Background: an optimization exercise with open tools, aiming at small area, a short achievable clock period and few clock cycles. Do not read the settings as production practice. Only simulation tests tie the RTL to the original design; equivalence was not proved.

==> inputs of job 6644 <==
==> flow/design.v <==
package scrod_pkg;
    localparam int QA_LIMIT_DEF    = 255;
    localparam int QB_SCALE_DEF    = 64;
    localparam int OUT_SCALE_DEF   = 400;
    localparam int NUM_BUCKETS_DEF = 8;
    localparam int ACT_W     = 16;
    localparam int WGT_W     = 8;
    localparam int BKT_W     = 3;
    localparam int SUM_W     = 32;
    localparam int EVAL_W    = 32;
    localparam int CFG_IDX_W = 3;
    localparam int CFG_DAT_W = 32;
endpackage
module scrod_d255_pre (
    input  logic [31:0] x,
    output logic [7:0]  p3,
    output logic [8:0]  p2,
    output logic [9:0]  p1,
    output logic [9:0]  p0
);
    logic [9:0] cs_s, cs_c;
    logic [9:0] d3, d2, d1, d0;
    assign d3 = {2'd0, x[31:24]};
    assign d2 = {2'd0, x[23:16]};
    assign d1 = {2'd0, x[15:8]};
    assign d0 = {2'd0, x[7:0]};
    assign p3 = x[31:24];
    assign p2 = 9'(d3 + d2);
    assign p1 = d3 + d2 + d1;
    assign cs_s = d3 ^ d2 ^ d1;
    assign cs_c = {(d3[8:0] & d2[8:0]) | (d3[8:0] & d1[8:0]) | (d2[8:0] & d1[8:0]), 1'b0};
    assign p0 = cs_s + cs_c + d0;
endmodule
module scrod_csa #(
    parameter int W = 8
) (
    input  logic [W-1:0] a,
    input  logic [W-1:0] b,
    input  logic [W-1:0] c,
    output logic [W-1:0] s,
    output logic [W-1:0] cy     
);
    logic [W-1:0] m;
    assign s  = a ^ b ^ c;
    assign m  = (a & b) | (a & c) | (b & c);
    assign cy = {m[W-2:0], 1'b0};
endmodule
module scrod_square (
    input  logic [7:0]  c,
    output logic [15:0] sq
);
    logic [15:0] row [8];
    always_comb
    begin
        for (int i = 0; i < 8; i++)
        begin
            row[i] = '0;
            row[i][2*i] = c[i];
            for (int j = i + 1; j < 8; j++)
                row[i][i+j+1] = c[i] & c[j];
        end
    end
    logic [15:0] s1, c1, s2, c2, s3, c3, s4, c4, s5, c5, s6, c6;
    scrod_csa #(.W(16)) u1 (.a(row[0]), .b(row[1]), .c(row[2]), .s(s1), .cy(c1));
    scrod_csa #(.W(16)) u2 (.a(row[3]), .b(row[4]), .c(row[5]), .s(s2), .cy(c2));
    scrod_csa #(.W(16)) u3 (.a(s1),     .b(c1),     .c(s2),     .s(s3), .cy(c3));
    scrod_csa #(.W(16)) u4 (.a(c2),     .b(row[6]), .c(row[7]), .s(s4), .cy(c4));
    scrod_csa #(.W(16)) u5 (.a(s3),     .b(c3),     .c(s4),     .s(s5), .cy(c5));
    scrod_csa #(.W(16)) u6 (.a(s5),     .b(c5),     .c(c4),     .s(s6), .cy(c6));
    assign sq = s6 + c6;
endmodule
module scrod_benc (
    input  logic [7:0] w,
    output logic [3:0] one,
    output logic [3:0] two,
    output logic [3:0] neg
);
    always_comb
    begin
        for (int j = 0; j < 4; j++)
        begin
            logic b_hi, b_mid, b_lo;
            b_hi   = w[2*j+1];
            b_mid  = w[2*j];
            b_lo   = (j == 0) ? 1'b0 : w[2*j-1];
            one[j] = b_mid ^ b_lo;
            two[j] = (b_hi & ~b_mid & ~b_lo) | (~b_hi & b_mid & b_lo);
            neg[j] = b_hi & ~(b_mid & b_lo);
        end
    end
endmodule
module scrod_bmul (
    input  logic [15:0] sq,
    input  logic [3:0]  one,
    input  logic [3:0]  two,
    input  logic [3:0]  neg,
    output logic [23:0] p
);
    logic [16:0] sel [4];
    always_comb
    begin
        for (int j = 0; j < 4; j++)
            sel[j] = (({17{one[j]}} & {1'b0, sq}) | ({17{two[j]}} & {sq, 1'b0})) ^ {17{neg[j]}};
    end
    logic [23:0] r0, r1, r2, r3, r4;
    assign r0 = {4'd0, ~neg[0], neg[0], neg[0], sel[0]};
    assign r1 = {3'd0, 1'b1, ~neg[1], sel[1], 1'b0, neg[0]};
    assign r2 = {1'd0, 1'b1, ~neg[2], sel[2], 1'b0, neg[1], 2'd0};
    assign r3 = {~neg[3], sel[3], 1'b0, neg[2], 4'd0};
    assign r4 = {17'd0, neg[3], 6'd0};
    logic [23:0] s1, c1, s2, c2, s3, c3;
    scrod_csa #(.W(24)) u1 (.a(r0), .b(r1), .c(r2), .s(s1), .cy(c1));
    scrod_csa #(.W(24)) u2 (.a(s1), .b(c1), .c(r3), .s(s2), .cy(c2));
    scrod_csa #(.W(24)) u3 (.a(s2), .b(c2), .c(r4), .s(s3), .cy(c3));
    assign p = s3 + c3;
endmodule
module screlu_output_dot_product_core #(
    parameter int QA_LIMIT    = scrod_pkg::QA_LIMIT_DEF,
    parameter int QB_SCALE    = scrod_pkg::QB_SCALE_DEF,
    parameter int OUT_SCALE   = scrod_pkg::OUT_SCALE_DEF,
    parameter int NUM_BUCKETS = scrod_pkg::NUM_BUCKETS_DEF
) (
    input  logic                                clk,
    input  logic                                rst_n,
    input  logic                                push,
    output logic                                full,
    input  logic signed [scrod_pkg::ACT_W-1:0]  activation,
    input  logic signed [scrod_pkg::WGT_W-1:0]  weight,
    input  logic [scrod_pkg::BKT_W-1:0]         bucket,
    input  logic                                last,
    output logic                                empty,
    input  logic                                pop,
    output logic signed [scrod_pkg::EVAL_W-1:0] eval,
    input  logic                                cfg_we,
    input  logic [scrod_pkg::CFG_IDX_W-1:0]     cfg_index,
    input  logic [scrod_pkg::CFG_DAT_W-1:0]     cfg_data
);
    localparam int NMAX = 5;
    logic       full_reg;
    logic [2:0] n_reg;           
    logic       accept;
    logic       popd;
    logic [2:0] n_next;
    assign accept = push && !full_reg;
    assign full   = full_reg;
    logic       v0_reg;
    logic [7:0] c0_reg;
    logic [7:0] w0_reg;
    logic [2:0] b0_reg;
    logic       l0_reg;
    logic [7:0] clamped;
    assign clamped = activation[15]      ? 8'd0 :
                     (|activation[14:8]) ? 8'hFF : activation[7:0];
    always_ff @(posedge clk)
    begin
        c0_reg <= accept ? clamped : 8'd0;
        w0_reg <= weight;
        b0_reg <= bucket;
        l0_reg <= last;
    end
    logic        v1_reg;
    logic [15:0] sq1_reg;
    logic [3:0]  bo1_reg, bt1_reg, bn1_reg;    
    logic [3:0]  bo_calc, bt_calc, bn_calc;
    logic [2:0]  b1_reg;
    logic        l1_reg;
    logic [15:0] sq_calc;
    scrod_square u_square (
        .c  (c0_reg),
        .sq (sq_calc)
    );
    always_ff @(posedge clk)
    begin
        sq1_reg <= sq_calc;
        bo1_reg <= bo_calc;
        bt1_reg <= bt_calc;
        bn1_reg <= bn_calc;
        b1_reg  <= b0_reg;
        l1_reg  <= l0_reg;
    end
    logic        v2_reg;
    logic [23:0] p2_reg;
    logic [2:0]  b2_reg;
    logic        l2_reg;
    logic [23:0] p_calc;
    scrod_benc u_benc (
        .w   (w0_reg),
        .one (bo_calc),
        .two (bt_calc),
        .neg (bn_calc)
    );
    scrod_bmul u_bmul (
        .sq  (sq1_reg),
        .one (bo1_reg),
        .two (bt1_reg),
        .neg (bn1_reg),
        .p   (p_calc)
    );
    always_ff @(posedge clk)
    begin
        p2_reg <= p_calc;
        b2_reg <= b1_reg;
        l2_reg <= l1_reg;
    end
    logic [31:0] acc_reg;        
    logic        clo_reg;        
    logic        j3_reg;         
    logic [2:0]  b3_reg;
    logic [31:0] acc_base;
    assign acc_base = clo_reg ? 32'd0 : acc_reg;
    always_ff @(posedge clk)
    begin
        acc_reg <= acc_base + {{8{p2_reg[23]}}, p2_reg};
        b3_reg  <= b2_reg;
    end
    logic [31:0] bias_reg [8];
    logic [7:0]  bval_reg;       
    always_ff @(posedge clk)
    begin
        if (cfg_we)
            bias_reg[cfg_index] <= cfg_data;
    end
    logic        bv1_reg, bv2_reg, bv3_reg, bv4_reg;
    logic        adv1, adv2, adv3, adv4;
    logic [7:0]  a_p3_reg;
    logic [8:0]  a_p2_reg;
    logic [9:0]  a_p1_reg, a_p0_reg;
    logic        a_s_reg;
    logic [2:0]  a_bk_reg;
    logic [7:0]  a_p3;
    logic [8:0]  a_p2;
    logic [9:0]  a_p1, a_p0;
    scrod_d255_pre u_pre_a (
        .x  (acc_reg),
        .p3 (a_p3),
        .p2 (a_p2),
        .p1 (a_p1),
        .p0 (a_p0)
    );
    always_ff @(posedge clk)
    begin
        if (adv1)
        begin
            a_p3_reg <= a_p3;
            a_p2_reg <= a_p2;
            a_p1_reg <= a_p1;
            a_p0_reg <= a_p0;
            a_s_reg  <= acc_reg[31];
            a_bk_reg <= b3_reg;
        end
    end
    logic [32:0] t2_reg;
    logic [1:0]  ff;
    logic [1:0]  fx;
    logic [31:0] bsel;
    logic [32:0] ts1, tc1, ts2, tc2, ts3, tc3;
    always_comb
    begin
        if (a_s_reg)
            ff = 2'((a_p0_reg <= 10'd766) + (a_p0_reg <= 10'd511) + (a_p0_reg <= 10'd256));
        else
            ff = 2'((a_p0_reg >= 10'd255) + (a_p0_reg >= 10'd510) + (a_p0_reg >= 10'd765));
    end
    assign fx = ff ^ {2{a_s_reg}};
    always_comb
    begin
        bsel = '0;
        for (int i = 0; i < 8; i++)
            bsel = bsel | (bias_reg[i] & {32{bval_reg[i] && (a_bk_reg == 3'(i))}});
    end
    scrod_csa #(.W(33)) u_t1 (
        .a  ({23'd0, a_p1_reg}),
        .b  ({16'd0, a_p2_reg, 8'd0}),
        .c  ({9'd0, a_p3_reg, 16'd0}),
        .s  (ts1),
        .cy (tc1)
    );
    scrod_csa #(.W(33)) u_t2 (
        .a  (ts1),
        .b  (tc1),
        .c  ({25'h1FEFEFF & {25{a_s_reg}}, 8'd0}),
        .s  (ts2),
        .cy (tc2)
    );
    scrod_csa #(.W(33)) u_t3 (
        .a  (ts2),
        .b  ({tc2[32:1], fx[0]}),
        .c  ({bsel[31], bsel}),
        .s  (ts3),
        .cy (tc3)
    );
    always_ff @(posedge clk)
    begin
        if (adv2)
            t2_reg <= ts3 + {tc3[32:1], fx[1]} + {32'd0, fx[1]};
    end
    logic [7:0]  c_p3_reg;
    logic [8:0]  c_p2_reg;
    logic [9:0]  c_p1_reg, c_p0_reg;
    logic [11:0] c_gk_reg;
    logic        c_s_reg;
    logic [7:0]  c_p3;
    logic [8:0]  c_p2;
    logic [9:0]  c_p1, c_p0;
    logic [11:0] gk;
    always_comb
    begin
        case ({t2_reg[32], t2_reg[1:0]})
            3'b000:  gk = 12'd0;
            3'b001:  gk = 12'd6;
            3'b010:  gk = 12'd12;
            3'b011:  gk = 12'd18;
            3'b100:  gk = 12'd3289;
            3'b101:  gk = 12'd3296;
            3'b110:  gk = 12'd3302;
            default: gk = 12'd3308;
        endcase
    end
    scrod_d255_pre u_pre_c (
        .x  ({t2_reg[32], t2_reg[32:2]}),
        .p3 (c_p3),
        .p2 (c_p2),
        .p1 (c_p1),
        .p0 (c_p0)
    );
    always_ff @(posedge clk)
    begin
        if (adv3)
        begin
            c_p3_reg <= c_p3;
            c_p2_reg <= c_p2;
            c_p1_reg <= c_p1;
            c_p0_reg <= c_p0;
            c_gk_reg <= gk;
            c_s_reg  <= t2_reg[32];
        end
    end
    logic [24:0] m4_reg;
    logic [14:0] g4_reg;         
    logic [14:0] gv;
    logic [14:0] gs1, gc1, gs2, gc2;
    scrod_csa #(.W(15)) u_g1 (
        .a  ({1'b0, c_p0_reg, 4'd0}),
        .b  ({2'd0, c_p0_reg, 3'd0}),
        .c  ({5'd0, c_p0_reg}),
        .s  (gs1),
        .cy (gc1)
    );
    scrod_csa #(.W(15)) u_g2 (
        .a  (gs1),
        .b  (gc1),
        .c  ({3'd0, c_gk_reg}),
        .s  (gs2),
        .cy (gc2)
    );
    assign gv     = gs2 + gc2;
    always_ff @(posedge clk)
    begin
        if (adv4)
        begin
            m4_reg <= {15'd0, c_p1_reg} + {8'd0, c_p2_reg, 8'd0} + {1'b0, c_p3_reg, 16'd0}
                    + (25'd4631827 & {25{c_s_reg}});
            g4_reg <= gv;
        end
    end
    logic [26:0] e_calc;
    logic [26:0] m27;
    logic [8:0]  ghl;
    assign ghl = {2'd0, g4_reg[14:8]} + {1'b0, g4_reg[7:0]} + 9'd1;
    assign m27    = {2'd0, m4_reg};
    logic [26:0] es1, ec1, es2, ec2;
    scrod_csa #(.W(27)) u_e1 (
        .a  (m27 << 4),
        .b  (m27 << 3),
        .c  (m27),
        .s  (es1),
        .cy (ec1)
    );
    scrod_csa #(.W(27)) u_e2 (
        .a  (es1),
        .b  (ec1),
        .c  ({20'd0, g4_reg[14:8]}),
        .s  (es2),
        .cy (ec2)
    );
    assign e_calc = es2 + {ec2[26:1], ghl[8]};
    logic        o0v_reg;
    logic [26:0] o0_reg;
    logic        ofree;
    assign popd  = pop && o0v_reg;
    assign ofree = !o0v_reg || pop;
    assign adv4  = !bv4_reg || ofree;
    assign adv3  = !bv3_reg || adv4;
    assign adv2  = !bv2_reg || adv3;
    assign adv1  = !bv1_reg || adv2;
    always_ff @(posedge clk)
    begin
        if (ofree && bv4_reg)
            o0_reg <= e_calc;
    end
    assign n_next = n_reg + {2'd0, accept && last} - {2'd0, popd};
    always_ff @(posedge clk or negedge rst_n)
    begin
        if (!rst_n)
        begin
            full_reg <= 1'b0;
            n_reg    <= 3'd0;
            v0_reg   <= 1'b0;
            v1_reg   <= 1'b0;
            v2_reg   <= 1'b0;
            clo_reg  <= 1'b1;
            j3_reg   <= 1'b0;
            bval_reg <= 8'd0;
            bv1_reg  <= 1'b0;
            bv2_reg  <= 1'b0;
            bv3_reg  <= 1'b0;
            bv4_reg  <= 1'b0;
            o0v_reg  <= 1'b0;
        end
        else
        begin
            full_reg <= (n_next >= 3'(NMAX));
            n_reg    <= n_next;
            v0_reg   <= accept;
            v1_reg   <= v0_reg;
            v2_reg   <= v1_reg;
            if (v2_reg)
                clo_reg <= l2_reg;
            j3_reg   <= v2_reg && l2_reg;
            if (cfg_we)
                bval_reg[cfg_index] <= 1'b1;
            if (adv1)
                bv1_reg <= j3_reg;
            if (adv2)
                bv2_reg <= bv1_reg;
            if (adv3)
                bv3_reg <= bv2_reg;
            if (adv4)
                bv4_reg <= bv3_reg;
            if (ofree)
                o0v_reg <= bv4_reg;
        end
    end
    assign empty = !o0v_reg;
    assign eval  = {{5{o0_reg[26]}}, o0_reg};
endmodule
==> flow/run.sh <==
#!/bin/bash
# synth_recipe.tcl (not shown) runs the flow's synth.tcl, then flattens the netlist and writes it again
# the make line also repeats each setting of config.mk as NAME=value (left out here)
make -C /OpenROAD-flow-scripts/flow DESIGN_CONFIG=/design/flow/config.mk WORK_HOME=/design/flow/orfs CLKGATE_MAP_FILE= SYNTH_SCRIPT=/design/flow/synth_recipe.tcl finish
==> flow/config.mk <==
export PLATFORM = sky130hd
export DESIGN_NAME = screlu_output_dot_product_core
export DESIGN_NICKNAME = screlu_output_dot_product_core
export VERILOG_FILES = /design/flow/design.v
export SDC_FILE = /design/flow/constraint.sdc
export NUM_CORES = 4
export LEC_CHECK = 0
export CAP_MARGIN = 20
export CORE_MARGIN = 2
export CORE_UTILIZATION = 40
export SETUP_SLACK_MARGIN = 4.4
export SLEW_MARGIN = 20
==> flow/constraint.sdc <==
create_clock -name core_clock -period 8.5 [get_ports {clk}]
set_input_delay 1.7000 -clock core_clock [delete_from_list [all_inputs] [get_ports {clk}]]
set_output_delay 1.7000 -clock core_clock [all_outputs]
set_load 0.01 [all_outputs]
==> job 7590: changes against job 6644 <==
--- a/flow/config.mk
+++ b/flow/config.mk
@@ -6,7 +6,8 @@
 export NUM_CORES = 4
 export LEC_CHECK = 0
+export ABC_AREA = 1
 export CAP_MARGIN = 20
 export CORE_MARGIN = 2
 export CORE_UTILIZATION = 40
-export SETUP_SLACK_MARGIN = 4.4
+export SETUP_SLACK_MARGIN = 4.7
 export SLEW_MARGIN = 20
==> comparison <==
- Job 7590 ran to the end with no violations. Job 6644 passed the timing, design-rule and antenna checks.
- Between job 7590 and job 6644, the lower register-to-register slack is in job 6644 (gap 0.52 ns).
- Die area: job 6644 is lower than job 7590 (about 7%).
- Against job 6644, the sequential share of layout area of job 7590 is lower by 2.0 points.
- Against job 7590, the maximum frequency of job 6644 is smaller by about 13%.
Testbench counts of job 6644, summed over its fixed seeds: cycles 37,123.
Testbench counts of job 7590, summed over its fixed seeds: cycles 37,123.

static timing again, ports no longer ideal:
The flow's constraints put no driver on any port. The routed layouts listed below were extracted and timed again, unchanged, in two steps. Step 1, drivers: a clkbuf_16 drives clk and a buf_2 each remaining input, both assumed. Step 2 adds t to the input delays and takes it off the output delays; t is the mean of the earliest and latest rising clock arrival at the registers after step 1. Input paths then give back, and output paths get back, about the clock's delay inside the block. Three values: no drivers, after step 1, after step 2; two values: the first two.
run | t (ns) | slack for setup (ns) | worst setup path at the end | clock arrival spread, ns | pins driven straight from the clock port
job 6644 | 0.684 | 4.319 / 4.319 / 4.319 | register to register | 0.041 / 0.040 | 1
job 7590 | 0.700 | 4.842 / 4.842 / 4.246 | input to register | 0.051 / 0.051 | 1
After both steps every run listed still meets setup and hold. The setup slack of job 7590, which loses most, moves by 0.000 ns with the drivers and by -0.596 ns with both steps.
